This design comes from an exercise in tuning for a short achievable clock period and few clock cycles on the open sky130 flow, not from production work.
The RTL was checked by simulation tests, not by an equivalence proof against the original design.
Power is estimated from default activity; no workload was simulated.

## rv_lite_core
module rv_lite_core
#(
  parameter int    NREGS    = 16,
  parameter logic [31:0] RESET_PC = '0
) (
  input  logic       clk,
  input  logic       xreset,
  output logic       o_imem_valid,
  output rv_lite_pkg::word_t      o_imem_addr,
  input  logic       i_imem_ready,
  input  rv_lite_pkg::word_t      i_imem_rdata,
  output logic       o_dmem_valid,
  output logic       o_dmem_we,
  output rv_lite_pkg::word_t      o_dmem_addr,
  output rv_lite_pkg::word_t      o_dmem_wdata,
  output logic [3:0] o_dmem_strb,
  input  logic       i_dmem_ready,
  input  rv_lite_pkg::word_t      i_dmem_rdata
);
export LEC_CHECK = 0
export ABC_CLOCK_PERIOD_IN_PS = 2500
export CAP_MARGIN = 20
export CORE_MARGIN = 2
export CORE_UTILIZATION = 40
export PLACE_DENSITY = 0.6
export SETUP_SLACK_MARGIN = 5
export SLEW_MARGIN = 20
create_clock -name core_clock -period 10.0 [get_ports {clk}]
standard.sh (not shown) runs the stock make flow with config.mk's settings and CLKGATE_MAP_FILE= SYNTH_SCRIPT=/design/flow/synth_recipe.tcl, a recipe that flattens the netlist after the stock synthesis.
==> flow/flow/run.sh <==
#!/bin/bash
set -euo pipefail
MARGIN=${MARGIN:-7}
sed -e "s/SETUP_SLACK_MARGIN=[0-9.]*/SETUP_SLACK_MARGIN=$MARGIN \"BUFFER_PORTS_ARGS=-buffer_cell sky130_fd_sc_hd__buf_4\"/" standard.sh > standard_tuned.sh
bash standard_tuned.sh > standard.log 2>&1
Testbench counts at the start, summed over its fixed seeds: cycles 8,757.
==> next run, changes <==
--- a/flow/design.v
+++ b/flow/design.v
@@ -100,29 +100,25 @@
   logic [31:2] bt_pc, bt_tgt;
   logic       d_valid;
   word_t      d_ir;
   word_t      d_pc;
   word_t      e_pc;
   logic       d_bp;        
   logic [12:0] d_pcj_lo;               
-  logic [9:0]  d_mj0, d_mj1;
-  logic [12:0] d_jlo_f;                
-  logic        d_jok;                  
+  logic [9:0]  d_mj0, d_mj1;           
   logic [12:0] d_pcb_lo;               
   word_t      d_pc4r;                  
   logic [31:12] d_hi_p1, d_hi_m1;      
   logic [31:21] d_hj_p1, d_hj_m1;      
   logic       d_jal, d_brb, d_jfar;    
   logic       d_brt;                   
   logic       e_valid;
   word_t      e_a, e_b, e_sd, e_alt;
   logic       e_add, e_sub, e_sll, e_srl, e_sra, e_slt, e_sltu, e_xor, e_or, e_and, e_link;
   logic       e_addi;
-  logic       e_kvv;                   
-  word_t      e_kv;                    
   logic       e_br, e_pred, e_jalr, e_load, e_store, e_skip1;
   logic       e_beq, e_bne, e_blt, e_bge, e_bltu, e_bgeu;
   logic [2:0] e_f3;
   logic [3:0] e_rd;
   logic       e_wen;
   logic       m_req, m_we, m_load, m_wen;
   word_t      m_addr, m_res, m_wdata;
@@ -215,37 +211,23 @@
   end
   assign d_pcj   = {d_hj, d_mj[8:0], d_pcj_lo[11:0]};
   assign d_pcb   = {d_hb, d_pcb_lo[11:0]};
   assign d_pcimm = d_jal ? d_pcj : d_pcb;
   logic d_pred;
   assign d_pred  = d_brt;
   logic d_want;        
-  word_t d_kv;
-  assign d_kv = is_lui ? {d_ir[31:12], 12'h000} : {d_pc[31:12] + d_ir[31:12], d_pc[11:0]};
   logic d_fuse, d_zero, d_ftk;
   assign d_fuse  = is_br && f3[2:1] == 2'b00 && rs2 == 4'd0 &&
                    e_valid && e_addi && e_wen && e_rd == rs1;
   assign d_zero  = ((e_a ^ e_b) == {e_a[30:0] | e_b[30:0], 1'b0});
   assign d_ftk   = f3[0] ? !d_zero : d_zero;
-  logic d_jfuse, d_jup, d_jdn;
-  logic [12:0] d_jlo;
-  logic [31:12] d_jhi, e_kv_p1, e_kv_m1;
-  assign e_kv_p1 = e_kv[31:12] + 20'd1;
-  assign e_kv_m1 = e_kv[31:12] - 20'd1;
-  assign d_jfuse = is_jalr && d_jok && e_valid && e_kvv && e_wen && e_rd == rs1;
-  assign d_jlo   = d_jlo_f;
-  assign d_jup   = d_jlo[12] && !d_ir[31];
-  assign d_jdn   = !d_jlo[12] && d_ir[31];
-  assign d_jhi   = ({20{d_jup}} & e_kv_p1) | ({20{d_jdn}} & e_kv_m1) |
-                   ({20{!(d_jup || d_jdn)}} & e_kv[31:12]);
-  assign d_want  = d_valid && (d_jfuse || (d_fuse ? (d_ftk != d_bp) :
-                               d_bp ? !d_pred : (d_pred || d_jfar)));
+  assign d_want  = d_valid && (d_fuse ? (d_ftk != d_bp) :
+                               d_bp ? !d_pred : (d_pred || d_jfar));
   assign d_redir = d_go && d_want;
-  assign d_tgt   = d_jfuse ? {d_jhi, d_jlo[11:1], 1'b0} :
-                   d_fuse ? (d_ftk ? d_pcb : d_pc4) :
+  assign d_tgt   = d_fuse ? (d_ftk ? d_pcb : d_pc4) :
                    (d_jal || (d_pred && !d_bp)) ? d_pcimm : d_pc4;
   rv_lite_regfile #(.NREGS(NREGS)) u_regfile (
     .clk        (clk),
     .i_rs1_addr (rs1),   .i_rs2_addr (rs2),
     .o_rs1_data (rf1),   .o_rs2_data (rf2),
     .i_we       (w_wen), .i_rd_addr  (w_rd),  .i_rd_data (w_res)
   );
@@ -363,16 +345,14 @@
   end
   always_ff @(posedge clk) begin
     if (!lu_stall) begin
       d_ir <= i_imem_rdata;
       d_pc <= f_pc;
       d_bp <= bt_hit;
       d_pcj_lo <= f_pcj_lo;
-      d_jlo_f  <= {1'b0, is_lui ? 12'd0 : d_pc[11:0]} + {1'b0, f_ir[31:20]};
-      d_jok    <= d_valid && (is_lui || is_auipc);
       d_mj0    <= {1'b0, f_pc[20:12]} + {1'b0, f_ir[31], f_ir[19:12]};
       d_mj1    <= {1'b0, f_pc[20:12]} + {1'b0, f_ir[31], f_ir[19:12]} + 10'd1;
       d_hi_p1  <= f_pc[31:12] + 20'd1;
       d_hi_m1  <= f_pc[31:12] - 20'd1;
       d_hj_p1  <= f_pc[31:21] + 11'd1;
       d_hj_m1  <= f_pc[31:21] - 11'd1;
       d_pcb_lo <= f_pcb_lo;
@@ -411,17 +391,15 @@
     e_sra   <= (is_op || is_opimm) && f3 == 3'd5 && d_ir[30];
     e_or    <= (is_op || is_opimm) && f3 == 3'd6;
     e_and   <= (is_op || is_opimm) && f3 == 3'd7;
     e_link  <= is_jalr;
     e_br    <= is_br && !d_fuse;    
     e_addi  <= is_opimm && f3 == 3'd0;
     e_pred  <= d_pred;
-    e_jalr  <= is_jalr && !d_jfuse;    
-    e_kvv   <= is_lui || is_auipc;
-    e_kv    <= d_kv;
+    e_jalr  <= is_jalr;
     e_load  <= is_load;
     e_store <= is_store;
     e_beq   <= f3 == 3'd0;
     e_bne   <= f3 == 3'd1;
     e_blt   <= f3 == 3'd4;
     e_bge   <= f3 == 3'd5;
     e_bltu  <= f3 == 3'd6;
What happened: The new run finished with timing, DRC and antenna clean; combinational power came out lower by about 3%; setup slack gains 0.048 ns; die area fell by 5.3%; clock power shrinks by 9.6%; sequential power went down by about 1%; first-iteration DRC count drops by 5.8%; final cell count is lower by 7.1%; cell area goes down by 6.0%; fmax climbs by 1.3%; wire length drops by 9.0%; via count is lower by 7.9%; critical path depth decreases by 2; utilization goes down by 0.39 points; flip-flop and latch count falls by 35.
Testbench counts after the change, summed over its fixed seeds: cycles 8,899.

========
== lane 5 ==
Another version of the RTL of rv_lite_core (not shown whole).
Size: about 5600 cells after synthesis, about 170 I/O pins, about 60000 um2 of cells after synthesis.
export LEC_CHECK = 0
export ABC_CLOCK_PERIOD_IN_PS = 2500
export CAP_MARGIN = 20
export CORE_MARGIN = 2
export CORE_UTILIZATION = 40
export PLACE_DENSITY = 0.6
export SETUP_SLACK_MARGIN = 5
export SLEW_MARGIN = 20
create_clock -name core_clock -period 10.0 [get_ports {clk}]
Scripts as last shown in full above: flow/flow/run.sh
Testbench counts of lane 5, summed over its fixed seeds: cycles 9,109.
What lane 1 does differently from lane 5 at the input level:
-- flow/design.v --
<<< lane 5, line 105
  logic       d_bp;        
  logic [12:0] d_pcj_lo;               
  logic [9:0]  d_mj0, d_mj1;           
  logic [12:0] d_pcb_lo;               
  word_t      d_pc4r;                  
>>> lane 1, line 105
  logic       d_bp;        
  logic [12:0] d_pcj_lo;               
  logic [12:0] d_pcb_lo;               
  word_t      d_pc4r;                  
<<< lane 5, line 111
  logic [31:21] d_hj_p1, d_hj_m1;      
  logic       d_jal, d_brb, d_jfar;    
  logic       d_brt;                   
  logic       e_valid;
  word_t      e_a, e_b, e_sd, e_alt;
>>> lane 1, line 110
  logic [31:21] d_hj_p1, d_hj_m1;      
  logic       d_jal, d_brb, d_jfar;    
  logic       e_valid;
  word_t      e_a, e_b, e_sd, e_alt;
<<< lane 5, line 196
  logic [31:21] d_hj;
  logic [31:12] d_hb;
  assign d_mj = d_pcj_lo[12] ? d_mj1 : d_mj0;
  always_comb begin
    case ({d_mj[9], d_ir[31]})
>>> lane 1, line 194
  logic [31:21] d_hj;
  logic [31:12] d_hb;
  assign d_mj = {1'b0, d_pc[20:12]} + {1'b0, d_ir[31], d_ir[19:12]} + {9'd0, d_pcj_lo[12]};
  always_comb begin
    case ({d_mj[9], d_ir[31]})
<<< lane 5, line 213
  assign d_pcimm = d_jal ? d_pcj : d_pcb;
  logic d_pred;
  assign d_pred  = d_brt;
  logic d_want;        
  assign d_want  = d_valid && (d_bp ? !d_pred : (d_pred || d_jfar));
>>> lane 1, line 211
  assign d_pcimm = d_jal ? d_pcj : d_pcb;
  logic d_pred;
  assign d_pred  = d_brb;
  logic d_want;        
  assign d_want  = d_valid && (d_bp ? !d_pred : (d_pred || d_jfar));
<<< lane 5, line 322
      f_pc   <= mstall ? rpc : f_rsel ? f_red : f_seq;
      f_rsel <= e_redir && !mstall;
      if (d_valid && d_brb && !d_bp)
        bt_valid <= 1'b1;
      if (mstall || e_redir || f_rsel)
>>> lane 1, line 320
      f_pc   <= mstall ? rpc : f_rsel ? f_red : f_seq;
      f_rsel <= e_redir && !mstall;
      if (d_valid && d_pred && !d_bp)
        bt_valid <= 1'b1;
      if (mstall || e_redir || f_rsel)
<<< lane 5, line 342
      d_bp <= bt_hit;
      d_pcj_lo <= f_pcj_lo;
      d_mj0    <= {1'b0, f_pc[20:12]} + {1'b0, f_ir[31], f_ir[19:12]};
      d_mj1    <= {1'b0, f_pc[20:12]} + {1'b0, f_ir[31], f_ir[19:12]} + 10'd1;
      d_hi_p1  <= f_pc[31:12] + 20'd1;
      d_hi_m1  <= f_pc[31:12] - 20'd1;
>>> lane 1, line 340
      d_bp <= bt_hit;
      d_pcj_lo <= f_pcj_lo;
      d_hi_p1  <= f_pc[31:12] + 20'd1;
      d_hi_m1  <= f_pc[31:12] - 20'd1;
<<< lane 5, line 352
      d_jal  <= f_ir[6:0] == 7'b1101111;
      d_brb  <= f_ir[6:0] == 7'b1100011 && f_ir[31];
      d_brt  <= f_ir[6:0] == 7'b1100011 &&
                (f_ir[31] || ((f_ir[19:15] == f_ir[24:20]) ?
                              (f_ir[14:12] == 3'd0 || f_ir[14:12] == 3'd5 || f_ir[14:12] == 3'd7) :
                              (f_ir[14:12] == 3'd1)));
      d_jfar <= f_ir[6:0] == 7'b1101111 && f_ir[31:12] != 20'h00400;
    end
    if (d_valid && d_brb && !d_bp) begin
      bt_pc  <= d_pc[31:2];
      bt_tgt <= d_pcimm[31:2];
>>> lane 1, line 348
      d_jal  <= f_ir[6:0] == 7'b1101111;
      d_brb  <= f_ir[6:0] == 7'b1100011 && f_ir[31];
      d_jfar <= f_ir[6:0] == 7'b1101111 && f_ir[31:12] != 20'h00400;
    end
    if (d_valid && d_pred && !d_bp) begin
      bt_pc  <= d_pc[31:2];
      bt_tgt <= d_pcimm[31:2];
Notes after the runs:
In lane 1, the die area came out 2800 um2 below the value in lane 5. Per the comparison of lane 1 with lane 5, total number of sequential cells decreased by 21 relative to the old numbers, met3 demand-to-capacity share in global routing rose by 0.18 points, share of total power in combinational logic lost 0.2 points. Looking at number of flops mapped to enable cells by yosys, lane 1 sits below lane 5. Vias: lane 1 fewer than lane 5. Worst setup slack ended up 0.11 ns lower on lane 1 than on lane 5. Summary: maximum operating frequency, lane 1 worse than lane 5. Lane 5 -> lane 1: number of nets in the finished design decreased slightly. Between lane 1 and lane 5, number of clock sinks seen by CTS is lower for lane 1, lane 5 comes in above that. Depth of the critical timing path with buffers and inverters included for lane 1: 12 up relative to lane 5. The basic-gate share of the synthesized area counting and, or, nand and nor cells of lane 1 and that of lane 5 are within noise of each other. Lane 1 ends up with a worst hold slack that is 0.026 ns higher than in lane 5. Between lane 1 and lane 5, it is lane 1 whose final clock period utilization by the worst path is higher, by 1.1 points.
Testbench counts of lane 1, summed over its fixed seeds: cycles 9,254.

static timing again, ports no longer ideal:
The flow's constraints put no driver on any port. The routed layouts listed below were extracted and timed again, unchanged, in two steps. Step 1 (the two cells are an assumption about what drives the block):
set clk [get_ports {clk}]
set_driving_cell -lib_cell sky130_fd_sc_hd__clkbuf_16 $clk
set_driving_cell -lib_cell sky130_fd_sc_hd__buf_2 [delete_from_list [all_inputs] $clk]
Step 2 adds t to the input delays and takes it off the output delays; t is the mean of the earliest and latest rising clock arrival at the registers after step 1. Input paths then give back, and output paths get back, about the clock's delay inside the block. a / b / c = no drivers / after step 1 / after step 2; a / b = the first two.
run | t, ns | setup slack, ns | worst hold slack (ns)
the first run of note 1 | 0.877 | 6.308 / 6.308 / 5.499 | 0.403 / 0.403 / 0.403
the second run of note 1 | 0.843 | 6.355 / 6.355 / 5.575 | 0.402 / 0.402 / 0.402
lane 5 | 0.850 | 6.423 / 6.373 / 5.523 | 0.412 / 0.412 / 0.412
lane 1 | 0.827 | 6.315 / 6.315 / 5.657 | 0.438 / 0.438 / 0.438
After both steps setup and hold are still met in every run listed. For lane 5, which loses most, drivers alone change the setup slack by -0.050 ns; drivers and shift together by -0.900 ns.
